Background: an optimization exercise with open tools, aiming at small area, a short achievable clock period and few clock cycles per item. Do not read the settings as production practice. At most, simulation tests tie the RTL to the original design; equivalence was not proved. No activity file was given, so power comes from the tool's default toggle rates.

==> module tksg_ctrl, before the edit <==
module tksg_ctrl #(
    parameter int MAX_BITS_PER_ITEM = 64
) (
    input  logic                             i_clk,
    input  logic                             i_rst_n,
    input  logic                             i_in_valid,
    output logic                             o_in_ready,
    input  logic                             i_opcode,
    input  logic [tksg_pkg::COUNT_W-1:0]     i_bits_wanted,
    output logic                             o_out_valid,
    input  logic                             i_out_ready,
    input  logic                             i_cfg_we,
    input  logic [tksg_pkg::CFG_IDX_W-1:0]   i_cfg_index,
    input  logic [tksg_pkg::ROUNDS_W-1:0]    i_cfg_warm,
    output tksg_pkg::t_cmd                   o_cmd
);
    localparam int RW = tksg_pkg::ROUNDS_W;
    localparam int CW = tksg_pkg::COUNT_W;
    localparam int OW = tksg_pkg::OFF_W;
    localparam int SW = RW - OW;
    typedef enum logic [1:0] {
        K_EMPTY = 2'd0,      
        K_PAR   = 2'd1,      
        K_SER   = 2'd2       
    } t_kind;
    logic [RW-1:0] r_warm;
    logic [SW-1:0] r_steps;          
    logic          r_steps_nz;       
    logic [OW-1:0] r_off;
    logic          r_off63;          
    logic          r_rdy;
    logic          r_fast;           
    logic          r_out_valid;
    logic          r_pend;
    t_kind         r_kind;
    logic          r_ser;            
    logic          r_phase;          
    logic [CW-1:0] r_n;
    logic [OW-1:0] r_si;             
    logic          r_take;           
    logic          r_zero;
    logic          accept;
    logic          slot_free;
    logic [CW-1:0] n_in;
    logic [CW-1:0] n_acc;
    t_kind         kind_in;
    t_kind         kind;
    logic          go;               
    logic          empty_exec;
    logic          new_par;
    logic          pend_par;
    logic          par_exec;
    logic          ser_shift;
    logic          ser_last;
    logic          ser_take;
    logic          load;
    logic          pend_next;
    logic          steps_nz_next;
    logic [OW-1:0] off_next;
    logic          rdy_next;
    assign accept    = i_in_valid && r_rdy;
    assign slot_free = !r_out_valid || i_out_ready;
    assign n_in      = i_bits_wanted[CW-1] ? CW'(MAX_BITS_PER_ITEM) : i_bits_wanted;
    assign load      = accept && (i_opcode == tksg_pkg::OP_RESTART);
    assign n_acc     = (i_opcode == tksg_pkg::OP_RESTART) ? '0 : n_in;
    always_comb begin
        if (i_opcode == tksg_pkg::OP_RESTART || n_in == '0 || r_zero)
            kind_in = K_EMPTY;
        else if (n_in[CW-1] && r_off == '0)
            kind_in = K_PAR;
        else
            kind_in = K_SER;
    end
    assign kind = r_pend ? r_kind : kind_in;
    assign go   = accept || r_pend;
    assign empty_exec = go && kind == K_EMPTY && slot_free;
    assign new_par    = i_in_valid && r_fast && i_opcode && i_bits_wanted[CW-1];
    assign pend_par   = r_pend && r_kind == K_PAR;
    assign par_exec   = (pend_par || new_par) && slot_free;
    assign ser_shift  = r_ser && r_phase && !r_out_valid;
    assign ser_last   = ser_shift && r_si == '1;
    assign ser_take   = ser_shift && r_take;
    assign pend_next  = go && !empty_exec && !par_exec && !ser_last;
    assign steps_nz_next = load ? (r_warm[RW-1:OW] != '0)
                                : (r_steps_nz && r_steps != SW'(1));
    always_comb begin
        off_next = r_off;
        if (load)
            off_next = r_warm[OW-1:0];
        else if (ser_take)
            off_next = r_off + 1'b1;
    end
    assign rdy_next = !pend_next && !steps_nz_next;
    always_comb begin
        o_cmd           = '0;
        o_cmd.load      = load;
        o_cmd.step64    = r_steps_nz || par_exec || (ser_take && r_off63);
        o_cmd.out_we    = (slot_free && !r_ser) || ser_shift;
        o_cmd.out_par   = pend_par || new_par;
        o_cmd.out_shift = ser_shift;
        o_cmd.ins_bit   = r_take;
        o_cmd.off       = r_off;
        o_cmd.cnt_we    = (slot_free && !r_ser) || ser_last;
        o_cmd.cnt       = (pend_par || new_par) ? CW'(MAX_BITS_PER_ITEM) :
                          (r_pend ? r_n : n_acc);
    end
    always_ff @(posedge i_clk) begin
        if (!i_rst_n) begin
            r_warm      <= tksg_pkg::WARMUP_RESET;
            r_steps     <= '0;
            r_steps_nz  <= 1'b0;
            r_off       <= '0;
            r_off63     <= 1'b0;
            r_rdy       <= 1'b1;
            r_fast      <= 1'b0;
            r_out_valid <= 1'b0;
            r_pend      <= 1'b0;
            r_ser       <= 1'b0;
            r_phase     <= 1'b0;
            r_zero      <= 1'b1;
        end else begin
            if (i_cfg_we && i_cfg_index == tksg_pkg::CFG_WARMUP)
                r_warm <= i_cfg_warm;
            if (load)
                r_steps <= r_warm[RW-1:OW];
            else if (r_steps_nz)
                r_steps <= r_steps - 1'b1;
            r_steps_nz  <= steps_nz_next;
            r_off       <= off_next;
            r_off63     <= (off_next == '1);
            r_rdy       <= rdy_next;
            r_fast      <= rdy_next && (off_next == '0) && !(r_zero && !load);
            r_out_valid <= empty_exec || par_exec || ser_last ||
                           (r_out_valid && !i_out_ready);
            r_pend      <= pend_next;
            r_ser       <= (r_ser && !ser_last) || (accept && kind_in == K_SER);
            r_phase     <= r_ser && !r_out_valid && !r_phase;
            if (load)
                r_zero <= 1'b0;
        end
    end
    always_ff @(posedge i_clk) begin
        if (accept) begin
            r_kind <= kind_in;
            r_n    <= n_acc;
            r_si   <= '0;
            r_take <= 1'b1;
        end else if (ser_shift) begin
            r_si   <= r_si + 1'b1;
            r_take <= (CW'(r_si) + 1'b1 < r_n);
        end
    end
    assign o_in_ready  = r_rdy;
    assign o_out_valid = r_out_valid;
endmodule
Settings: LEC_CHECK=0, ABC_CLOCK_PERIOD_IN_PS=2200, CAP_MARGIN=20, CORE_MARGIN=2, CORE_UTILIZATION=60, SETUP_SLACK_MARGIN=2.7, SLEW_MARGIN=20; clock period 5.0 ns.
standard.sh (not shown) runs the stock make flow with config.mk's settings and CLKGATE_MAP_FILE= SYNTH_SCRIPT=/design/flow/synth_recipe.tcl, a recipe that flattens the netlist after the stock synthesis.
==> flow/flow/run.sh <==
#!/bin/bash
# standard layout with plain buffers on the ports (instead of the delay cells
# buffer_ports picks by default), sizing free to change cell footprints, and
# clock tree sinks clustered by 20 without dummy loads
set -euo pipefail
bash standard.sh \
  "BUFFER_PORTS_ARGS=-buffer_cell sky130_fd_sc_hd__buf_4" \
  MATCH_CELL_FOOTPRINT=0 \
  "CTS_ARGS=-sink_clustering_enable -repair_clock_nets -dont_use_dummy_load -sink_clustering_size 24 -sink_clustering_max_diameter 100" \
  finish > flow_standard.log 2>&1
==> next run, changes <==
--- a/flow/design.v
+++ b/flow/design.v
@@ -126,12 +126,11 @@
         o_cmd.load      = load;
         o_cmd.step64    = r_steps_nz || par_exec || (ser_take && r_off63);
-        o_cmd.out_we    = (slot_free && !r_ser) || ser_shift;
-        o_cmd.out_par   = pend_par || new_par;
+        o_cmd.out_we    = empty_exec || par_exec || ser_shift;
+        o_cmd.out_par   = par_exec;
         o_cmd.out_shift = ser_shift;
         o_cmd.ins_bit   = r_take;
         o_cmd.off       = r_off;
-        o_cmd.cnt_we    = (slot_free && !r_ser) || ser_last;
-        o_cmd.cnt       = (pend_par || new_par) ? CW'(MAX_BITS_PER_ITEM) :
-                          (r_pend ? r_n : n_acc);
+        o_cmd.cnt_we    = empty_exec || par_exec || ser_last;
+        o_cmd.cnt       = par_exec ? CW'(MAX_BITS_PER_ITEM) : (r_pend ? r_n : n_acc);
     end
     always_ff @(posedge i_clk) begin
=> Power grows by 10%; synthesized area came out lower by 0.34%; count of clock-buffer cells in the layout stays the same; synthesized cell count climbs by about 2%; via count rose by about 1.6%; wire length is about the same; cell count came out higher by 1.3%; setup slack is worse by 89 ps; non-clock buffer count goes down by 9; clock power is about the same; global-route usage drops by 0.47 points; sequential power rises by about 7%.
Testbench counts after the change, summed over its fixed seeds: cycles 1,352, items 65,536.
Function not checked in the first run of this note: the RTL went through the layout flow alone.

[static timing again, ports no longer ideal]
Ports are ideal in the flow. The routed layouts listed here were re-timed in OpenROAD.
Step 1: set_driving_cell puts a clkbuf_16 on i_clk and a buf_2 on each other input, an assumption about the parent block.
Step 2, shift: input delay + t, output delay - t, t = (earliest + latest rising clock arrival at the registers) / 2. This alone moves slack from input paths to output paths.
a / b / c = ideal ports / drivers / drivers and shift; a / b = the first two.
run	shift t [ns]	slack for setup (ns)	clock arrival spread, ns	worst slew at a driven data input, ns	pins driven straight from the clock port
the first run	0.670	2.681 / 2.681 / 2.163	0.022 / 0.022	0.05	1
the second run	0.673	2.592 / 2.532 / 2.075	0.036 / 0.036	0.04	1
After both steps every run listed still meets setup and hold. The setup slack of the first run, which loses most, moves by 0.000 ns with the drivers and by -0.518 ns with both steps.
